This is an optimization exercise on Yosys and OpenROAD, whose aim is small area, not a production implementation.
In this exercise RTL edits were held to simulation tests only and were not proved equivalent to the original.
Power and IR drop assume default switching activity.

==> flow/design.v <==
module msu_out_collector #(
    parameter int AXI_LEN        = 32,
    parameter int T_LEN          = 64,
    parameter int SQ_OUT_BITS    = 1024,
    parameter int TIMEOUT_CYCLES = 256
) (
    input  logic                   clk,
    input  logic                   reset,
    input  logic                   start_xfer,
    input  logic                   s_axis_tvalid,
    output logic                   s_axis_tready,
    input  logic [AXI_LEN-1:0]     s_axis_tdata,
    input  logic [AXI_LEN/8-1:0]   s_axis_tkeep,
    output logic                   res_valid,
    input  logic                   res_ready,
    output logic [T_LEN-1:0]       res_t,
    output logic [SQ_OUT_BITS-1:0] res_sq,
    output logic                   res_err,
    output logic                   res_timeout,
    output logic                   busy,
    output logic [31:0]            result_count
);
    localparam int T_WORDS   = T_LEN / AXI_LEN;
    localparam int SQ_WORDS  = SQ_OUT_BITS / AXI_LEN;
    localparam int OUT_COUNT = T_WORDS + SQ_WORDS;
    localparam int BUF_W     = T_LEN + SQ_OUT_BITS;
    localparam int CNT_W     = $clog2(OUT_COUNT);
    logic [BUF_W-1:0]   shift_reg;
    logic [CNT_W-1:0]   word_cnt_reg;
    logic               start_pending_reg;
    logic               tready_reg;
    logic               tready_n_reg;    
    logic               res_valid_reg;
    logic               res_err_reg;
    logic               busy_reg;
    logic [31:0]        result_count_reg;
    logic               accept;
    logic               last_word;
    logic               take;
    logic               begin_collect;
    logic               end_collect;
    localparam int STALL_W = $clog2(TIMEOUT_CYCLES);
    logic [STALL_W-1:0] stall_cnt_reg;
    logic               res_timeout_reg;
    logic               stall_end;
    assign stall_end = tready_reg && !s_axis_tvalid &&
                       (stall_cnt_reg == STALL_W'(TIMEOUT_CYCLES - 1));
    assign accept        = tready_reg && s_axis_tvalid;
    assign last_word     = (word_cnt_reg == CNT_W'(OUT_COUNT - 1));
    assign take          = res_valid_reg && res_ready;
    assign begin_collect = (!busy_reg && start_xfer) ||
                           (take && (start_pending_reg || start_xfer));
    assign end_collect   = (accept && last_word) || stall_end;
    logic hold;
    assign hold = tready_n_reg || !s_axis_tvalid;
    always_ff @(posedge clk) begin
        shift_reg <= (shift_reg & {BUF_W{hold}}) |
                     ({s_axis_tdata, shift_reg[BUF_W-1:AXI_LEN]} & {BUF_W{accept}});
    end
    always_ff @(posedge clk) begin
        if (begin_collect)
            word_cnt_reg <= '0;
        else if (accept)
            word_cnt_reg <= word_cnt_reg + CNT_W'(1);
    end
    always_ff @(posedge clk) begin
        if (begin_collect || accept)
            stall_cnt_reg <= '0;
        else
            stall_cnt_reg <= stall_cnt_reg + STALL_W'(1);
    end
    always_ff @(posedge clk or negedge reset) begin
        if (!reset) begin
            start_pending_reg <= 1'b0;
            tready_reg        <= 1'b0;
            tready_n_reg      <= 1'b1;
            res_valid_reg     <= 1'b0;
            res_err_reg       <= 1'b0;
            busy_reg          <= 1'b0;
            result_count_reg  <= '0;
            res_timeout_reg   <= 1'b0;
        end else begin
            if (begin_collect)
                start_pending_reg <= 1'b0;
            else if (busy_reg && start_xfer)
                start_pending_reg <= 1'b1;
            if (begin_collect)
                tready_reg <= 1'b1;
            else if (end_collect)
                tready_reg <= 1'b0;
            if (begin_collect)
                tready_n_reg <= 1'b0;
            else if (end_collect)
                tready_n_reg <= 1'b1;
            if (end_collect)
                res_valid_reg <= 1'b1;
            else if (take)
                res_valid_reg <= 1'b0;
            if (begin_collect)
                busy_reg <= 1'b1;
            else if (take)
                busy_reg <= 1'b0;
            if (begin_collect)
                res_err_reg <= 1'b0;
            else if ((accept && !(&s_axis_tkeep)) || stall_end)
                res_err_reg <= 1'b1;
            if (begin_collect)
                res_timeout_reg <= 1'b0;
            else if (stall_end)
                res_timeout_reg <= 1'b1;
            if (take)
                result_count_reg <= result_count_reg + 32'd1;
        end
    end
    assign s_axis_tready = tready_reg;
    assign res_valid     = res_valid_reg;
    assign res_err       = res_err_reg;
    assign busy          = busy_reg;
    assign result_count  = result_count_reg;
    assign res_t         = shift_reg[T_LEN-1:0];
    assign res_sq        = shift_reg[BUF_W-1:T_LEN];
    assign res_timeout = res_timeout_reg;
endmodule
export LEC_CHECK = 0
export CAP_MARGIN = 20
export CORE_AREA = 5 5 265 265
export DIE_AREA = 0 0 270 270
export SLEW_MARGIN = 20
create_clock -name core_clock -period 4.0 [get_ports {clk}]
standard.sh (not shown) runs the stock make flow with config.mk's settings and CLKGATE_MAP_FILE= SYNTH_SCRIPT=/design/flow/synth_recipe.tcl, a recipe that flattens the netlist after the stock synthesis.
==> flow/flow/run.sh <==
#!/bin/bash
# Standard ORFS layout with: the port buffers made of the smallest buffer
# cell, IO pins one track apart (so a smaller die fits all 1166 ports), and a
# clock tree of small buffers with larger sink clusters and no dummy loads.
set -euo pipefail
bash standard.sh \
  'BUFFER_PORTS_ARGS=-buffer_cell sky130_fd_sc_hd__buf_1' \
  'PLACE_PINS_ARGS=-min_distance 1 -min_distance_in_tracks' \
  'CTS_ARGS=-sink_clustering_enable -repair_clock_nets -dont_use_dummy_load -sink_clustering_size 20 -sink_clustering_max_diameter 60 -buf_list {sky130_fd_sc_hd__clkbuf_8}' \
  finish > std_flow.log 2>&1
Change:
--- a/flow/design.v
+++ b/flow/design.v
@@ -30,5 +30,4 @@
     logic               start_pending_reg;
     logic               tready_reg;
-    logic               tready_n_reg;    
     logic               res_valid_reg;
     logic               res_err_reg;
@@ -52,9 +51,7 @@
                            (take && (start_pending_reg || start_xfer));
     assign end_collect   = (accept && last_word) || stall_end;
-    logic hold;
-    assign hold = tready_n_reg || !s_axis_tvalid;
     always_ff @(posedge clk) begin
-        shift_reg <= (shift_reg & {BUF_W{hold}}) |
-                     ({s_axis_tdata, shift_reg[BUF_W-1:AXI_LEN]} & {BUF_W{accept}});
+        if (accept)
+            shift_reg <= {s_axis_tdata, shift_reg[BUF_W-1:AXI_LEN]};
     end
     always_ff @(posedge clk) begin
@@ -74,5 +71,4 @@
             start_pending_reg <= 1'b0;
             tready_reg        <= 1'b0;
-            tready_n_reg      <= 1'b1;
             res_valid_reg     <= 1'b0;
             res_err_reg       <= 1'b0;
@@ -89,8 +85,4 @@
             else if (end_collect)
                 tready_reg <= 1'b0;
-            if (begin_collect)
-                tready_n_reg <= 1'b0;
-            else if (end_collect)
-                tready_n_reg <= 1'b1;
             if (end_collect)
                 res_valid_reg <= 1'b1;
What happened:
- The new run completed with no timing, DRC or antenna violations
- utilization is higher by 1.5 points
- power drops by 25%
- clock-buffer cell count does not change
- setup slack gets better by 48 ps
- global-route usage came out lower by 7.5 points

port drivers added, routing unchanged:
Ports are ideal in the flow. The routed layouts listed here were re-timed in OpenROAD. Step 1, drivers: a clkbuf_16 drives clk and a buf_2 each remaining input, both assumed. Step 2 adds t to the input delays and takes it off the output delays; t is the mean of the earliest and latest rising clock arrival at the registers after step 1. Input paths then give back, and output paths get back, about the clock's delay inside the block. a / b / c = no drivers / after step 1 / after step 2; a / b = the first two.
run | t (ns) | setup WS [ns] | worst setup path after step 2 | slew at the worst register clock pin (ns) | pins driven straight from the clock port
the first run | 0.726 | 1.634 / 1.578 / 1.389 | input to register | 0.12 / 0.12 | 1
the second run | 0.706 | 1.682 / 1.621 / 1.331 | input to register | 0.12 / 0.12 | 1
After both steps setup and hold are still met in every run listed. For the second run, which loses most, drivers alone change the setup slack by -0.061 ns; drivers and shift together by -0.351 ns.
